From an optimization exercise on the open Yosys and OpenROAD flow, aimed at small area, a short achievable clock period and few clock cycles per item; shortcuts taken in it are not production practice.
Where RTL was checked, it was by simulation tests only, not by an equivalence proof against the original.
No activity file was given, so power comes from the tool's default toggle rates.

==> flow/design.v (excerpt) <==
module roce_pkt_gen_top (
  input  logic                    core_clk,
  input  logic                    core_aresetn,
  input  logic                    start_i,
  input  logic [47:0]             src_mac_i,
  input  logic [31:0]             src_ip_i,
  input  logic                    cfg_we_i,
  input  logic [2-1:0]    cfg_qp_i,
  input  logic [47:0]             cfg_mac_i,
  input  logic [31:0]             cfg_ip_i,
  input  logic [23:0]             cfg_psn_i,
  input  logic [512-1:0]      wqe_tdata_i,
  input  logic                    wqe_tvalid_i,
  input  logic                    tx_tready_i,
  output logic [512-1:0]      tx_tdata_o,
  output logic [64-1:0]  tx_tkeep_o,
  output logic                    tx_tvalid_o,
  output logic                    tx_tlast_o,
  output logic                    post_rd_wqe_o,
  output logic                    post_wr_wqe_o,
  output logic                    send_done_o,
  output logic                    read_done_o,
  output logic                    write_done_o
);
  function automatic logic [15:0] oc_add(input logic [15:0] a, input logic [15:0] b);
    logic [15:0] p, g, gp, pp, gn, pn;
    logic [15:0] c;
    p  = a ^ b;
    g  = a & b;
    gp = g;
    pp = p;
    for (int d = 1; d < 16; d = d * 2) begin
      gn = gp;
      pn = pp;
      for (int i = d; i < 16; i++) begin
        gn[i] = gp[i] | (pp[i] & gp[i-d]);
        pn[i] = pp[i] & pp[i-d];
      end
      gp = gn;
      pp = pn;
    end
    c[0] = gp[15];
    for (int i = 1; i < 16; i++) begin
      c[i] = gp[i-1] | (pp[i-1] & gp[15]);
    end
    oc_add = p ^ c;
  endfunction
  function automatic logic [23:0] add24(input logic [23:0] a, input logic [23:0] b);
    logic [23:0] p, g, gp, pp, gn, pn;
    p  = a ^ b;
    g  = a & b;
    gp = g;
    pp = p;
    for (int d = 1; d < 24; d = d * 2) begin
      gn = gp;
      pn = pp;
      for (int i = d; i < 24; i++) begin
        gn[i] = gp[i] | (pp[i] & gp[i-d]);
        pn[i] = pp[i] & pp[i-d];
      end
      gp = gn;
      pp = pn;
  ...
For scale: roughly 2400 cells after synthesis, roughly 1300 I/O pins, roughly 35000 µm² of cells after synthesis.
clock: 10.0 ns
lec_check: 0
cap_margin: 20
core_area: 10 10 450 450
die_area: 0 0 460 460
slew_margin: 20
standard.sh (not shown) runs the stock make flow with config.mk's settings and CLKGATE_MAP_FILE= SYNTH_SCRIPT=/design/flow/synth_recipe.tcl, a recipe that flattens the netlist after the stock synthesis.
==> flow/flow/run.sh <==
#!/bin/bash
# Standard ORFS layout, with a larger setup margin for repair_timing and
# the smallest buffer on the ports.
set -euo pipefail
export SETUP_SLACK_MARGIN=6.5
export BUFFER_PORTS_ARGS="-buffer_cell sky130_fd_sc_hd__buf_1"
bash standard.sh > flow_standard.log 2>&1
==> next run, changes <==
--- a/flow/design.v
+++ b/flow/design.v
@@ -258,25 +258,28 @@
     dip_d = '0;
     for (int e = 0; e < 4; e++) begin
       soh_d[e] = tbl_vld[e] & (sel_d == 2'(e));
       dip_d    = dip_d | ({32{soh_d[e]}} & tbl_ctx[e*104 + 24 +: 32]);
     end
   end
   always_ff @(posedge core_clk) begin
     soh_q <= soh_d;
     dip_q <= dip_d;
   end
-  gen_ctrl_pkg::qp_ctx_t rd_ctx;
+  logic [47:0] rd_mac;
+  logic [23:0] rd_psn;
   always_comb begin
-    rd_ctx = '0;
+    rd_mac = '0;
+    rd_psn = '0;
     for (int e = 0; e < 4; e++) begin
-      rd_ctx = rd_ctx | ({104{soh_q[e]}} & tbl_ctx[e*104 +: 104]);
+      rd_mac = rd_mac | ({48{soh_q[e]}} & tbl_ctx[e*104 + 56 +: 48]);
+      rd_psn = rd_psn | ({24{soh_q[e]}} & tbl_ctx[e*104 +: 24]);
     end
   end
   logic [15:0] csum_k, ks_x, ks_c, cs_x, cs_c;
   logic [31:0] sip_q;
   logic [15:0] ks_q;
   logic        sip_ok_q, ks_ok_q;
   logic [15:0] csum;
   assign csum_k = n_send ? 16'h959b : n_read ? 16'h964f : 16'h954f;
   assign ks_x = csum_k ^ sip_q[31:16] ^ sip_q[15:0];
   assign ks_c = (csum_k & sip_q[31:16]) | (csum_k & sip_q[15:0]) | (sip_q[31:16] & sip_q[15:0]);
@@ -297,24 +300,24 @@
   assign cs_c = (ks_q & dip_q[31:16]) | (ks_q & dip_q[15:0]) | (dip_q[31:16] & dip_q[15:0]);
   assign csum = ~oc_add(cs_x, {cs_c[14:0], cs_c[15]});
   logic [15:0]  ip_len;
   logic [7:0]   opcode;
   logic [23:0]  h_qp;
   logic [23:0]  h_psn;
   logic [431:0] hdr_be;    
   assign ip_len = n_send ? 16'd124 : n_read ? 16'd304 : 16'd48;
   assign opcode = n_send ? 8'h04 : n_read ? 8'h10 : 8'h11;
   assign h_qp   = n_send ? 24'(nf_q[1:0]) : dqp_q;
-  assign h_psn  = n_send ? add24(rd_ctx.base_psn, 24'(nf_q[2:0])) : dpsn_q;
-  assign hdr_be = {rd_ctx.dst_mac, src_mac_i, 16'h0800,
+  assign h_psn  = n_send ? add24(rd_psn, 24'(nf_q[2:0])) : dpsn_q;
+  assign hdr_be = {rd_mac, src_mac_i, 16'h0800,
                    8'h45, 8'hb8, ip_len, 16'h5555, 16'h4000, 8'hba, 8'h11, csum,
-                   src_ip_i, rd_ctx.dst_ip,
+                   src_ip_i, dip_q,
                    16'h6851, 16'h12b7, 16'(ip_len - 16'd20), 16'h0000,
                    opcode, 8'h30, 16'h666f, 8'h05, h_qp, 8'h00, h_psn};
   logic [7:0]           pay;
   logic [512-1:0]   tdata_d;
   logic [512-1:0]   tdata_q;
   logic [2:0]           keep_d;
   logic [2:0]           keep_q;
   assign pay = {3'b000, k_read, 4'(k_idx) + 4'd1};
   for (genvar j = 0; j < 64; j++) begin : g_lane
     if (j < 54) begin : g_hdr
The changed run completed with no timing, DRC or antenna violations; combinational power went up slightly; power went up by a few percent; non-clock buffer count went up by 16; worst setup slack got worse by 0.0056 ns; sequential cell count does not change; utilization went up by 0.36 points; final area went up slightly; synthesized cell count went down by a few percent; wire length went down slightly; via count went down by a few percent; sequential power went up slightly; clock power went up by a few percent; register-to-register slack got worse by 0.18 ns; area after synthesis went down slightly.
Testbench counts after the change, summed over its fixed seeds: cycles 2,987, frames 768.
Function not checked in the first run of this note: the RTL went through the layout flow alone.

* * *

== the reference run ==
Another version of the RTL of roce_pkt_gen_top (not shown whole).
Size in the first run: roughly 2300 cells after synthesis, about 830 flip-flops, ~1300 I/O pins, ~0.033 mm^2 of cells after synthesis.
export LEC_CHECK = 0
export CAP_MARGIN = 20
export CORE_AREA = 10 10 450 450
export DIE_AREA = 0 0 460 460
export SLEW_MARGIN = 20
create_clock -name core_clock -period 10.0 [get_ports {core_clk}]
==> flow/flow/run.sh <==
#!/bin/bash
set -euo pipefail
export SETUP_SLACK_MARGIN=6.5
export BUFFER_PORTS_ARGS="-buffer_cell sky130_fd_sc_hd__buf_1"
export CTS_ARGS="-sink_clustering_enable -repair_clock_nets -dont_use_dummy_load -sink_clustering_size 12 -buf_list {sky130_fd_sc_hd__clkbuf_8} -root_buf sky130_fd_sc_hd__clkbuf_16"
bash standard.sh > flow_standard.log 2>&1
Input-level comparison between the trial run and the reference run:
--- a/flow/design.v
+++ b/flow/design.v
@@ -183,23 +183,23 @@
   logic n_send, n_read, n_ok, start_frame;
   assign n_send      = ~nf_q[4] & ~nf_q[3];
   assign n_read      = ~nf_q[4] &  nf_q[3];
   assign n_ok        = started_q & ks_ok_q & ~(nf_q[4] & nf_q[3]) & (n_send | dfull_q);
   assign start_frame = ld & ~same & n_ok;
   logic       tvalid_d;
   logic [4:0] nf_d;
   assign tvalid_d = ~ld | same | n_ok;
-  assign nf_d     = nf_q + 5'(start_frame);
+  assign nf_d     = start_frame ? nf_q + 5'd1 : nf_q;
   logic arrive, dfull_d, pend_n, can_req;
   assign arrive  = wqe_tvalid_i & pend_q;
   assign dfull_d = arrive | (dfull_q & ~(start_frame & ~n_send));
   assign pend_n  = pend_q & ~arrive;
   assign can_req = started_q & ~rcnt_q[4] & ~pend_n &
-                   (~dfull_d | (~tvalid_d & (nf_d[4] | nf_d[3])));
+                   (~dfull_d | (~tvalid_d & (nf_q[4] | nf_q[3] | (start_frame & (nf_q[2:0] == 3'd7)))));
   logic       k_send, k_read, k_last;
   logic [2:0] k_idx;
   logic [2:0] k_beat;
   assign k_send = same ? cur_send : n_send;
   assign k_read = same ? cur_read : n_read;
   assign k_idx  = same ? fcnt_q[2:0] : nf_q[2:0];
   assign k_beat = same ? beat_q + 3'd1 : 3'd0;
   assign k_last = same ? (cur_send ? (k_beat == 3'd2) : (k_beat == 3'd4)) : ~n_send & ~n_read;
@@ -222,17 +222,17 @@
       if (ld) begin
         last_q <= k_last;
       end
       if (accept) begin
         fcnt_q <= fcnt_q + 5'(last_q);
         beat_q <= last_q ? 3'd0 : beat_q + 3'd1;
       end
       nf_q      <= nf_d;
-      rcnt_q    <= rcnt_q + 5'(can_req);
+      rcnt_q    <= can_req ? rcnt_q + 5'd1 : rcnt_q;
       pend_q    <= pend_n | can_req;
       dfull_q   <= dfull_d;
       post_rd_q <= can_req & ~rcnt_q[3];
       post_wr_q <= can_req &  rcnt_q[3];
     end
   end
   always_ff @(posedge core_clk) begin
     if (arrive) begin
Notes after the runs:
The trial run: PASS, flow complete, no timing, DRC or antenna violations
When the trial run is set beside the reference run, its routing usage on met1 turns out to be 0.19 points smaller.
Portion of the layout cell area used by non-clock buffers in the trial run is 0.39 points higher than in the reference run
Compared with the reference run, the trial run shows switching fraction of total power lower by 0.44 points.
[the trial run] fmax rose 2.3 MHz relative to the reference run
The layout overhead on the synthesized area was comparable across the trial run and the reference run.
Worst setup slack up 30 ps in the trial run wrt the reference run
Compared with the reference run, the trial run shows largest net degree at the start of global routing that has gone up slightly.
NOTE met1 routed wirelength after detailed routing the reference run->the trial run increased by a few percent
No functional check of the RTL was part of any run of this note.

* * *

The RTL this note starts from:
==> flow/design.v <==
package gen_ctrl_pkg;
  typedef struct packed {
    logic [47:0] dst_mac;
    logic [31:0] dst_ip;
    logic [23:0] base_psn;
  } qp_ctx_t;
  typedef enum logic [2:0] {
    IDLE,
    SEND,
    READ,
    WRITE,
    DONE
  } gen_phase_e;
endpackage
package roce_hdr_pkg;
  typedef enum logic [7:0] {
    SEND      = 8'h04,
    READ_RESP = 8'h10,
    ACK       = 8'h11
  } frame_kind_e;
  typedef struct packed {
    logic [47:0] dst_mac;
    logic [47:0] src_mac;
    logic [15:0] ethertype;
  } eth_hdr_t;
  typedef struct packed {
    logic [7:0]  ver_ihl;
    logic [7:0]  tos;
    logic [15:0] total_len;
    logic [15:0] ident;
    logic [15:0] flags_frag;
    logic [7:0]  ttl;
    logic [7:0]  protocol;
    logic [15:0] checksum;
    logic [31:0] src_ip;
    logic [31:0] dst_ip;
  } ipv4_hdr_t;
  typedef struct packed {
    logic [15:0] src_port;
    logic [15:0] dst_port;
    logic [15:0] length;
    logic [15:0] checksum;
  } udp_hdr_t;
  typedef struct packed {
    logic [7:0]  opcode;
    logic [7:0]  flags;
    logic [15:0] pkey;
    logic [7:0]  rsvd0;
    logic [23:0] dst_qp;
    logic [7:0]  rsvd1;
    logic [23:0] psn;
  } bth_t;
  typedef struct packed {
    eth_hdr_t    eth;
    ipv4_hdr_t   ipv4;
    udp_hdr_t    udp;
    bth_t        bth;
    logic [31:0] aeth;
  } roce_hdr_t;
endpackage
module qp_context_table (
  input  logic                     core_clk,
  input  logic                     core_aresetn,
  input  logic                     we_i,
  input  logic [2-1:0]     wr_idx_i,
  input  gen_ctrl_pkg::qp_ctx_t    wr_ctx_i,
  output logic [4-1:0]     vld_o,
  output logic [4*104-1:0] ctx_o
);
  localparam int CTX_W = 104;   
  for (genvar i = 0; i < 4; i++) begin : g_entry
    always_ff @(posedge core_clk) begin
      if (we_i && (wr_idx_i == 2'(i))) begin
        ctx_o[i*CTX_W +: CTX_W] <= wr_ctx_i;
      end
    end
    always_ff @(posedge core_clk or negedge core_aresetn) begin
      if (!core_aresetn) begin
        vld_o[i] <= 1'b0;
      end else if (we_i && (wr_idx_i == 2'(i))) begin
        vld_o[i] <= 1'b1;
      end
    end
  end
endmodule
module roce_pkt_gen_top (
  input  logic                    core_clk,
  input  logic                    core_aresetn,
  input  logic                    start_i,
  input  logic [47:0]             src_mac_i,
  input  logic [31:0]             src_ip_i,
  input  logic                    cfg_we_i,
  input  logic [2-1:0]    cfg_qp_i,
  input  logic [47:0]             cfg_mac_i,
  input  logic [31:0]             cfg_ip_i,
  input  logic [23:0]             cfg_psn_i,
  input  logic [512-1:0]      wqe_tdata_i,
  input  logic                    wqe_tvalid_i,
  input  logic                    tx_tready_i,
  output logic [512-1:0]      tx_tdata_o,
  output logic [64-1:0]  tx_tkeep_o,
  output logic                    tx_tvalid_o,
  output logic                    tx_tlast_o,
  output logic                    post_rd_wqe_o,
  output logic                    post_wr_wqe_o,
  output logic                    send_done_o,
  output logic                    read_done_o,
  output logic                    write_done_o
);
  function automatic logic [15:0] oc_add(input logic [15:0] a, input logic [15:0] b);
    logic [16:0] s;
    s = 17'(a) + 17'(b);
    oc_add = a + b + 16'(s[16]);
  endfunction
  logic [3:0]            tbl_vld;
  logic [4*104-1:0]      tbl_ctx;
  gen_ctrl_pkg::qp_ctx_t cfg_ctx;
  assign cfg_ctx = {cfg_mac_i, cfg_ip_i, cfg_psn_i};
  qp_context_table i_qp_context_table (
    .core_clk     (core_clk),
    .core_aresetn (core_aresetn),
    .we_i         (cfg_we_i),
    .wr_idx_i     (cfg_qp_i),
    .wr_ctx_i     (cfg_ctx),
    .vld_o        (tbl_vld),
    .ctx_o        (tbl_ctx)
  );
  logic [15:0] sip_q;
  always_ff @(posedge core_clk) begin
    sip_q <= oc_add(src_ip_i[31:16], src_ip_i[15:0]);
  end
  logic        started_q;
  logic        tvalid_q;
  logic        last_q;      
  logic [4:0]  fcnt_q;      
  logic [2:0]  beat_q;      
  logic [4:0]  nf_q;        
  logic [4:0]  rcnt_q;      
  logic        pend_q;      
  logic        dfull_q;     
  logic        post_rd_q;
  logic        post_wr_q;
  logic [23:0] dqp_q;
  logic [23:0] dpsn_q;
  logic cur_send, cur_read, accept, ld, same;
  assign cur_send = ~fcnt_q[4] & ~fcnt_q[3];
  assign cur_read = ~fcnt_q[4] &  fcnt_q[3];
  assign accept   = tvalid_q & tx_tready_i;
  assign ld       = ~tvalid_q | tx_tready_i;    
  assign same     = tvalid_q & ~last_q;         
  logic n_send, n_read, n_ok, start_frame;
  assign n_send      = ~nf_q[4] & ~nf_q[3];
  assign n_read      = ~nf_q[4] &  nf_q[3];
  assign n_ok        = started_q & ~(nf_q[4] & nf_q[3]) & (n_send | dfull_q);
  assign start_frame = ld & ~same & n_ok;
  logic       tvalid_d;
  logic [4:0] nf_d;
  assign tvalid_d = ~ld | same | n_ok;
  assign nf_d     = nf_q + 5'(start_frame);
  logic arrive, dfull_d, pend_n, can_req;
  assign arrive  = wqe_tvalid_i & pend_q;
  assign dfull_d = arrive | (dfull_q & ~(start_frame & ~n_send));
  assign pend_n  = pend_q & ~arrive;
  assign can_req = started_q & ~rcnt_q[4] & ~pend_n &
                   (~dfull_d | (~tvalid_d & (nf_d[4] | nf_d[3])));
  logic       k_send, k_read, k_last;
  logic [2:0] k_idx;
  logic [2:0] k_beat;
  assign k_send = same ? cur_send : n_send;
  assign k_read = same ? cur_read : n_read;
  assign k_idx  = same ? fcnt_q[2:0] : nf_q[2:0];
  assign k_beat = same ? beat_q + 3'd1 : 3'd0;
  assign k_last = same ? (cur_send ? (k_beat == 3'd2) : (k_beat == 3'd4)) : ~n_send & ~n_read;
  always_ff @(posedge core_clk or negedge core_aresetn) begin
    if (!core_aresetn) begin
      started_q <= 1'b0;
      tvalid_q  <= 1'b0;
      last_q    <= 1'b0;
      fcnt_q    <= '0;
      beat_q    <= '0;
      nf_q      <= '0;
      rcnt_q    <= '0;
      pend_q    <= 1'b0;
      dfull_q   <= 1'b0;
      post_rd_q <= 1'b0;
      post_wr_q <= 1'b0;
    end else begin
      started_q <= started_q | start_i;
      tvalid_q  <= tvalid_d;
      if (ld) begin
        last_q <= k_last;
      end
      if (accept) begin
        fcnt_q <= fcnt_q + 5'(last_q);
        beat_q <= last_q ? 3'd0 : beat_q + 3'd1;
      end
      nf_q      <= nf_d;
      rcnt_q    <= rcnt_q + 5'(can_req);
      pend_q    <= pend_n | can_req;
      dfull_q   <= dfull_d;
      post_rd_q <= can_req & ~rcnt_q[3];
      post_wr_q <= can_req &  rcnt_q[3];
    end
  end
  always_ff @(posedge core_clk) begin
    if (arrive) begin
      dqp_q  <= {wqe_tdata_i[47*8 +: 8],
                 wqe_tdata_i[(47+1)*8 +: 8],
                 wqe_tdata_i[(47+2)*8 +: 8]};
      dpsn_q <= {wqe_tdata_i[51*8 +: 8],
                 wqe_tdata_i[(51+1)*8 +: 8],
                 wqe_tdata_i[(51+2)*8 +: 8]};
    end
  end
  logic [1:0] dsel;
  logic [1:0] sel0, sel1;
  logic [3:0] soh_q;
  assign dsel = arrive ? wqe_tdata_i[(47+2)*8 +: 2] : dqp_q[1:0];
  assign sel0 = n_send ? nf_q[1:0] : dsel;
  assign sel1 = (nf_q[4:3] == 2'b00 && nf_q[2:0] != 3'd7) ? nf_q[1:0] + 2'd1 : dsel;
  always_ff @(posedge core_clk) begin
    for (int e = 0; e < 4; e++) begin
      soh_q[e] <= tbl_vld[e] & ((start_frame ? sel1 : sel0) == 2'(e));
    end
  end
  gen_ctrl_pkg::qp_ctx_t rd_ctx;
  always_comb begin
    rd_ctx = '0;
    for (int e = 0; e < 4; e++) begin
      rd_ctx = rd_ctx | ({104{soh_q[e]}} & tbl_ctx[e*104 +: 104]);
    end
  end
  logic [15:0] csum_k, csum_ks, cs_x, cs_c;
  logic [15:0] csum;
  assign csum_k  = n_send ? 16'h959b : n_read ? 16'h964f : 16'h954f;
  assign csum_ks = oc_add(csum_k, sip_q);
  assign cs_x = csum_ks ^ rd_ctx.dst_ip[31:16] ^ rd_ctx.dst_ip[15:0];
  assign cs_c = (csum_ks & rd_ctx.dst_ip[31:16]) | (csum_ks & rd_ctx.dst_ip[15:0]) |
                (rd_ctx.dst_ip[31:16] & rd_ctx.dst_ip[15:0]);
  assign csum = ~oc_add(cs_x, {cs_c[14:0], cs_c[15]});
  logic [15:0]  ip_len;
  logic [7:0]   opcode;
  logic [23:0]  h_qp;
  logic [23:0]  h_psn;
  logic [431:0] hdr_be;    
  assign ip_len = n_send ? 16'd124 : n_read ? 16'd304 : 16'd48;
  assign opcode = n_send ? 8'h04 : n_read ? 8'h10 : 8'h11;
  assign h_qp   = n_send ? 24'(nf_q[1:0]) : dqp_q;
  assign h_psn  = n_send ? rd_ctx.base_psn + 24'(nf_q[2:0]) : dpsn_q;
  assign hdr_be = {rd_ctx.dst_mac, src_mac_i, 16'h0800,
                   8'h45, 8'hb8, ip_len, 16'h5555, 16'h4000, 8'hba, 8'h11, csum,
                   src_ip_i, rd_ctx.dst_ip,
                   16'h6851, 16'h12b7, 16'(ip_len - 16'd20), 16'h0000,
                   opcode, 8'h30, 16'h666f, 8'h05, h_qp, 8'h00, h_psn};
  logic [7:0]           pay;
  logic [512-1:0]   tdata_d;
  logic [512-1:0]   tdata_q;
  logic [2:0]           keep_d;
  logic [2:0]           keep_q;
  assign pay = {3'b000, k_read, 4'(k_idx) + 4'd1};
  for (genvar j = 0; j < 64; j++) begin : g_lane
    if (j < 54) begin : g_hdr
      assign tdata_d[j*8 +: 8] = same ? pay : hdr_be[(53-j)*8 +: 8];
    end else if (j < 58) begin : g_aeth
      assign tdata_d[j*8 +: 8] = (~same & ~k_send) ? 8'h00 : pay;
    end else if (j < 62) begin : g_icrc
      assign tdata_d[j*8 +: 8] = (k_read & (k_beat == 3'd4)) ? 8'h00 : pay;
    end else begin : g_pay
      assign tdata_d[j*8 +: 8] = pay;
    end
  end
  assign keep_d = {~k_last, ~(k_last & ~k_read), ~(k_last & k_send)};
  always_ff @(posedge core_clk) begin
    if (ld) begin
      tdata_q <= tdata_d;
      keep_q  <= keep_d;
    end
  end
  assign tx_tdata_o    = tdata_q;
  assign tx_tkeep_o    = {{2{keep_q[2]}}, {4{keep_q[1]}}, {52{keep_q[0]}}, 6'h3f};
  assign tx_tlast_o    = last_q;
  assign tx_tvalid_o   = tvalid_q;
  assign post_rd_wqe_o = post_rd_q;
  assign post_wr_wqe_o = post_wr_q;
  assign send_done_o   = fcnt_q[4] | fcnt_q[3];
  assign read_done_o   = fcnt_q[4];
  assign write_done_o  = fcnt_q[4] & fcnt_q[3];
endmodule
Settings: LEC_CHECK=0, CAP_MARGIN=20, CORE_AREA=10 10 450 450, DIE_AREA=0 0 460 460, SETUP_SLACK_MARGIN=5, SLEW_MARGIN=20; clock period 10.0 ns.
run.sh (not shown) runs the stock make flow with config.mk's settings and CLKGATE_MAP_FILE= SYNTH_SCRIPT=/design/flow/synth_recipe.tcl, a recipe that flattens the netlist after the stock synthesis.
Stock flow here: none of the scripts above is used.
Change:
--- a/flow/design.v
+++ b/flow/design.v
@@ -105,15 +105,51 @@
   output logic                    post_wr_wqe_o,
   output logic                    send_done_o,
   output logic                    read_done_o,
   output logic                    write_done_o
 );
   function automatic logic [15:0] oc_add(input logic [15:0] a, input logic [15:0] b);
-    logic [16:0] s;
-    s = 17'(a) + 17'(b);
-    oc_add = a + b + 16'(s[16]);
+    logic [15:0] p, g, gp, pp, gn, pn;
+    logic [15:0] c;
+    p  = a ^ b;
+    g  = a & b;
+    gp = g;
+    pp = p;
+    for (int d = 1; d < 16; d = d * 2) begin
+      gn = gp;
+      pn = pp;
+      for (int i = d; i < 16; i++) begin
+        gn[i] = gp[i] | (pp[i] & gp[i-d]);
+        pn[i] = pp[i] & pp[i-d];
+      end
+      gp = gn;
+      pp = pn;
+    end
+    c[0] = gp[15];
+    for (int i = 1; i < 16; i++) begin
+      c[i] = gp[i-1] | (pp[i-1] & gp[15]);
+    end
+    oc_add = p ^ c;
+  endfunction
+  function automatic logic [23:0] add24(input logic [23:0] a, input logic [23:0] b);
+    logic [23:0] p, g, gp, pp, gn, pn;
+    p  = a ^ b;
+    g  = a & b;
+    gp = g;
+    pp = p;
+    for (int d = 1; d < 24; d = d * 2) begin
+      gn = gp;
+      pn = pp;
+      for (int i = d; i < 24; i++) begin
+        gn[i] = gp[i] | (pp[i] & gp[i-d]);
+        pn[i] = pp[i] & pp[i-d];
+      end
+      gp = gn;
+      pp = pn;
+    end
+    add24 = p ^ {gp[22:0], 1'b0};
   endfunction
   logic [3:0]            tbl_vld;
   logic [4*104-1:0]      tbl_ctx;
   gen_ctrl_pkg::qp_ctx_t cfg_ctx;
   assign cfg_ctx = {cfg_mac_i, cfg_ip_i, cfg_psn_i};
   qp_context_table i_qp_context_table (
@@ -243,13 +279,13 @@
   logic [23:0]  h_qp;
   logic [23:0]  h_psn;
   logic [431:0] hdr_be;    
   assign ip_len = n_send ? 16'd124 : n_read ? 16'd304 : 16'd48;
   assign opcode = n_send ? 8'h04 : n_read ? 8'h10 : 8'h11;
   assign h_qp   = n_send ? 24'(nf_q[1:0]) : dqp_q;
-  assign h_psn  = n_send ? rd_ctx.base_psn + 24'(nf_q[2:0]) : dpsn_q;
+  assign h_psn  = n_send ? add24(rd_ctx.base_psn, 24'(nf_q[2:0])) : dpsn_q;
   assign hdr_be = {rd_ctx.dst_mac, src_mac_i, 16'h0800,
                    8'h45, 8'hb8, ip_len, 16'h5555, 16'h4000, 8'hba, 8'h11, csum,
                    src_ip_i, rd_ctx.dst_ip,
                    16'h6851, 16'h12b7, 16'(ip_len - 16'd20), 16'h0000,
                    opcode, 8'h30, 16'h666f, 8'h05, h_qp, 8'h00, h_psn};
   logic [7:0]           pay;
Result:
- die area is unchanged
- via count went up by a few percent
- wire length barely changes
- hold slack is about the same
- final area is about the same
- global-route usage is about the same
- total power goes down by a few percent
- setup slack is better by 2.2 ns
- synthesized cell count grows by a few percent
- sequential power falls slightly
- utilization stays flat
- clock skew is lower by 0.012 ns
No functional check of the RTL was part of any run of this note.

## re-timing with driven ports
How much do the figures lean on ideal ports? The routed layouts below were timed once more, with nothing changed but the port constraints. Step 1, drivers: a clkbuf_16 drives core_clk and a buf_2 each remaining input, both assumed. Step 2 adds t to the input delays and takes it off the output delays; t is the mean of the earliest and latest rising clock arrival at the registers after step 1. Input paths then give back, and output paths get back, about the clock's delay inside the block. Slacks: ideal / step 1 / step 2; pairs: ideal / step 1.
run	t (ns)	setup WS [ns]	worst setup path at the end
the first run of note 1	0.784	6.391 / 6.324 / 5.659	input to register
the second run of note 1	0.813	6.386 / 6.313 / 5.680	input to register
the reference run	0.773	6.379 / 6.323 / 5.550	input to register
the trial run	0.777	6.410 / 6.344 / 5.686	input to register
the first run of note 3	0.792	2.595 / 2.595 / 2.595	register to register
the second run of note 3	0.785	4.813 / 4.813 / 4.578	input to register
After both steps every run listed still meets setup and hold. For the reference run, which loses most, drivers alone change the setup slack by -0.056 ns; drivers and shift together by -0.829 ns.
